Context: an optimization exercise on an open-source flow, tuned for small area and a short achievable clock period. The choices shown serve that exercise and are no tape-out recipe.
Only simulation tests tie the RTL to the original design; equivalence was not proved.
No activity file was given, so power comes from the tool's default toggle rates.

## job 6783
## conv3x3_pe
module conv3x3_pe #(
    parameter int SHIFT = 4,
    parameter int ACC_W = 21
) (
    input  logic         clk,
    input  logic         rst,
    input  logic [7:0]   p00,
    input  logic [7:0]   p01,
    input  logic [7:0]   p02,
    input  logic [7:0]   p10,
    input  logic [7:0]   p11,
    input  logic [7:0]   p12,
    input  logic [7:0]   p20,
    input  logic [7:0]   p21,
    input  logic [7:0]   p22,
    input  logic         window_valid,
    input  logic         w_load,
    input  logic [3:0]   w_idx,
    input  logic [7:0]   w_data,
    output logic [7:0]   out_pixel,
    output logic         out_valid,
    output logic [15:0]  out_count
);
    logic [7:0]  px_q [0:8];
    logic [11:0] kb_q [0:8];
    logic [7:0]  bias_q;
    logic [11:0] wenc;
    logic        v1_q, v2_q, v3_q;
    logic        wl_q;
    logic [3:0]  wi_q;
    logic [7:0]  wd_q;
    logic [88:0] r2_q;
    logic [19:0] acc_a, acc_b;
    logic [15:0] cnt_q;
    logic t1, t2, t3, t4, t5, t6, t7, t8, t9, t10, t11, t12, t13, t14, t15, t16;
    logic t17, t18, t19, t20, t21, t22, t23, t24, t25, t26, t27, t28, t29, t30, t31, t32;
    logic t33, t34, t35, t36, t37, t38, t39, t40, t41, t42, t43, t44, t45, t46, t47, t48;
    logic t49, t50, t51, t52, t53, t54, t55, t56, t57, t58, t59, t60, t61, t62, t63, t64;
    logic t65, t66, t67, t68, t69, t70, t71, t72, t73, t74, t75, t76, t77, t78, t79, t80;
    logic t81, t82, t83, t84, t85, t86, t87, t88, t89, t90, t91, t92, t93, t94, t95, t96;
  ...
Settings: LEC_CHECK=0, ABC_CLOCK_PERIOD_IN_PS=2000, CAP_MARGIN=20, CORE_MARGIN=2, CORE_UTILIZATION=40, SETUP_SLACK_MARGIN=1.8, SLEW_MARGIN=20, SYNTH_HIERARCHICAL=1, SYNTH_MINIMUM_KEEP_SIZE=0; clock period 5.5 ns.
standard.sh (not shown) runs the stock make flow with config.mk's settings and CLKGATE_MAP_FILE= SYNTH_SCRIPT=/design/flow/synth_recipe.tcl, a recipe that flattens the netlist after the stock synthesis.
==> flow/flow/run.sh <==
#!/bin/bash
# Own flow: the standard layout (standard.sh: the standard synthesis and
# ORFS steps, unchanged), except that the port buffers buffer_ports inserts
# during global placement are plain buf_1 cells instead of the default pick.
set -euo pipefail
export BUFFER_PORTS_ARGS="-buffer_cell sky130_fd_sc_hd__buf_1"
bash standard.sh > standard_flow.log 2>&1
Input-level comparison between job 1599 and job 6783:
- setting CTS_CLUSTER_DIAMETER to 120 for the first time
- changing SETUP_SLACK_MARGIN from 1.8 to 2.1
- setting PLACE_DENSITY to 0.8 for the first time
- setting CTS_CLUSTER_SIZE to 20 for the first time
- changing CORE_UTILIZATION from 40 to 65
## What came out
Job 1599 | stages: all done | timing, DRC, antenna: all pass. Job 1599 against job 6783: worst hold slack increased 0.0076 ns, total power decreased 22%, fraction of area in clock buffers and inverters decreased 3.8 points. The uppermost layer routed comes out met4 in one run and met5 in the other, namely in job 1599 and job 6783 respectively.
diff inputs: job 1599 => job 8145
- CORE_UTILIZATION now 40, was 65
- PLACE_DENSITY no longer set, was 0.8
- SETUP_SLACK_MARGIN now 1.8, was 2.1
==> comparison <==
The final layout from job 8145, which completed every stage, passed the timing, design-rule and antenna checks at the end of the flow.
Routed via count of job 8145 falls short of that of job 1599 by a few percent.
In job 8145 the worst setup slack for register-to-register paths turned out 0.20 ns lower than in job 1599.
Job 1599 → job 8145: clock-buffer cell count fell 1, layout overhead on the synthesized area rose 1.2 points, die area rose 61%.
Master of the slowest instance on the critical path: sky130_fd_sc_hd__dfxtp_2 -> job 1599, sky130_fd_sc_hd__dfxtp_1 -> job 8145

---

## yarrow
conv3x3_pe, a different RTL version from the one above (not shown whole).
Size: about 2,100 cells after synthesis, ~300 flip-flops, roughly 110 I/O pins, about 23,000 µm² of cells after synthesis.
export LEC_CHECK = 0
export ABC_CLOCK_PERIOD_IN_PS = 2000
export CAP_MARGIN = 20
export CORE_MARGIN = 2
export CORE_UTILIZATION = 40
export SETUP_SLACK_MARGIN = 2.1
export SLEW_MARGIN = 20
export SYNTH_HIERARCHICAL = 1
export SYNTH_MINIMUM_KEEP_SIZE = 0
create_clock -name core_clock -period 5.5 [get_ports {clk}]
Scripts as last shown in full above: flow/flow/run.sh
#### Input delta (fjord over yarrow)
- an added CTS_CLUSTER_SIZE of 24
- an added PLACE_DENSITY of 0.7
- a change of SETUP_SLACK_MARGIN from 2.1 to 2.3
- a change of CORE_UTILIZATION from 40 to 55
- an added CTS_CLUSTER_DIAMETER of 130
[summary]
In summary, fjord completed successfully, with a layout that passed the timing, design-rule and antenna checks. fjord: arrival time reported for the critical path endpoint is 0.04 ns lower than what yarrow reported. Against yarrow, fjord reports a slack of the critical path that is higher. Total power in fjord vs yarrow: down 14%. When the final numbers for yarrow and fjord were put side by side, the portion of total power attributed to combinational logic turned out to be smaller in yarrow. Across both runs, horizontal extent of the die was lower for fjord than for yarrow. In the reports for yarrow and fjord, the larger post-detailed-routing wire length belongs to yarrow. Part of the total power dissipated in the clock network ended up 15 points lower on fjord than on yarrow. Via total after detailed routing was higher in the run labelled fjord. The combined global-route utilization of all metal layers of fjord exceeds that of yarrow by 7.2 points. fjord reports a lower max-slew headroom at the worst pin than yarrow does. For fjord, the largest power group was sequential cells, unlike yarrow, where it was the clock network. The higher worst hold slack came out of fjord.
The following lists how willow was set up differently from fjord:
- removing CTS_CLUSTER_DIAMETER (formerly 130)
- removing PLACE_DENSITY (formerly 0.7)
- changing SETUP_SLACK_MARGIN from 2.3 to 2.4
- removing CTS_CLUSTER_SIZE (formerly 24)
- changing CORE_UTILIZATION from 55 to 40
Notes after the runs:
Diff fjord..willow | number of remaining DRC errors | unchanged
Diff fjord -> willow: global-route wire length before repair rose about 7%; fraction of power consumed by the clock network saw an increase; final cell count without fillers rose by 286; die width went up about 17%.
Going from fjord to willow, the number of rows in the core area was found to have gone up by 17%.
Layout overhead on the synthesized area ends up lower on fjord.
willow ends up with higher layout filler cell count than fjord does.
In willow, endpoint required time on the critical path is higher than in fjord.
Of willow and fjord, fjord shows the higher worst hold-check slack, with willow below it.
Inputs modified between willow and sierra:
- SETUP_SLACK_MARGIN: 2.4 -> 1.8
==> comparison <==
Going from willow to sierra, via count now sits lower, final area now sits lower, final layout net count fell by about 3.5%, sequential fraction of total cell area now larger. Route | sierra vs willow | wire shorter in sierra.

-- re-timing with driven ports --
No port has a modelled driver above. Below, the same layouts with a new extraction and two added sets of constraints.
Step 1 sets driving cells, clkbuf_16 on the clock port and buf_2 on the other inputs (assumed; they add their load-dependent delay and slew).
Step 2 adds t to the input delays and takes it off the output delays; t is the mean of the earliest and latest rising clock arrival at the registers after step 1. Input paths then give back, and output paths get back, about the clock's delay inside the block.
Three values: ideal, step 1, step 2; two values: the first two.
run | t (ns) | slack for setup (ns) | latest minus earliest clock arrival (ns)
job 6783 | 0.643 | 1.918 / 1.918 / 1.918 | 0.030 / 0.029
job 1599 | 0.594 | 2.142 / 2.142 / 2.142 | 0.030 / 0.030
job 8145 | 0.626 | 1.941 / 1.916 / 1.941 | 0.027 / 0.026
yarrow | 0.612 | 1.871 / 1.871 / 1.871 | 0.029 / 0.028
fjord | 0.585 | 1.891 / 1.891 / 1.891 | 0.025 / 0.025
willow | 0.624 | 1.855 / 1.855 / 1.855 | 0.044 / 0.044
sierra | 0.617 | 1.811 / 1.811 / 1.811 | 0.036 / 0.037
After both steps setup and hold are still met in every run listed.
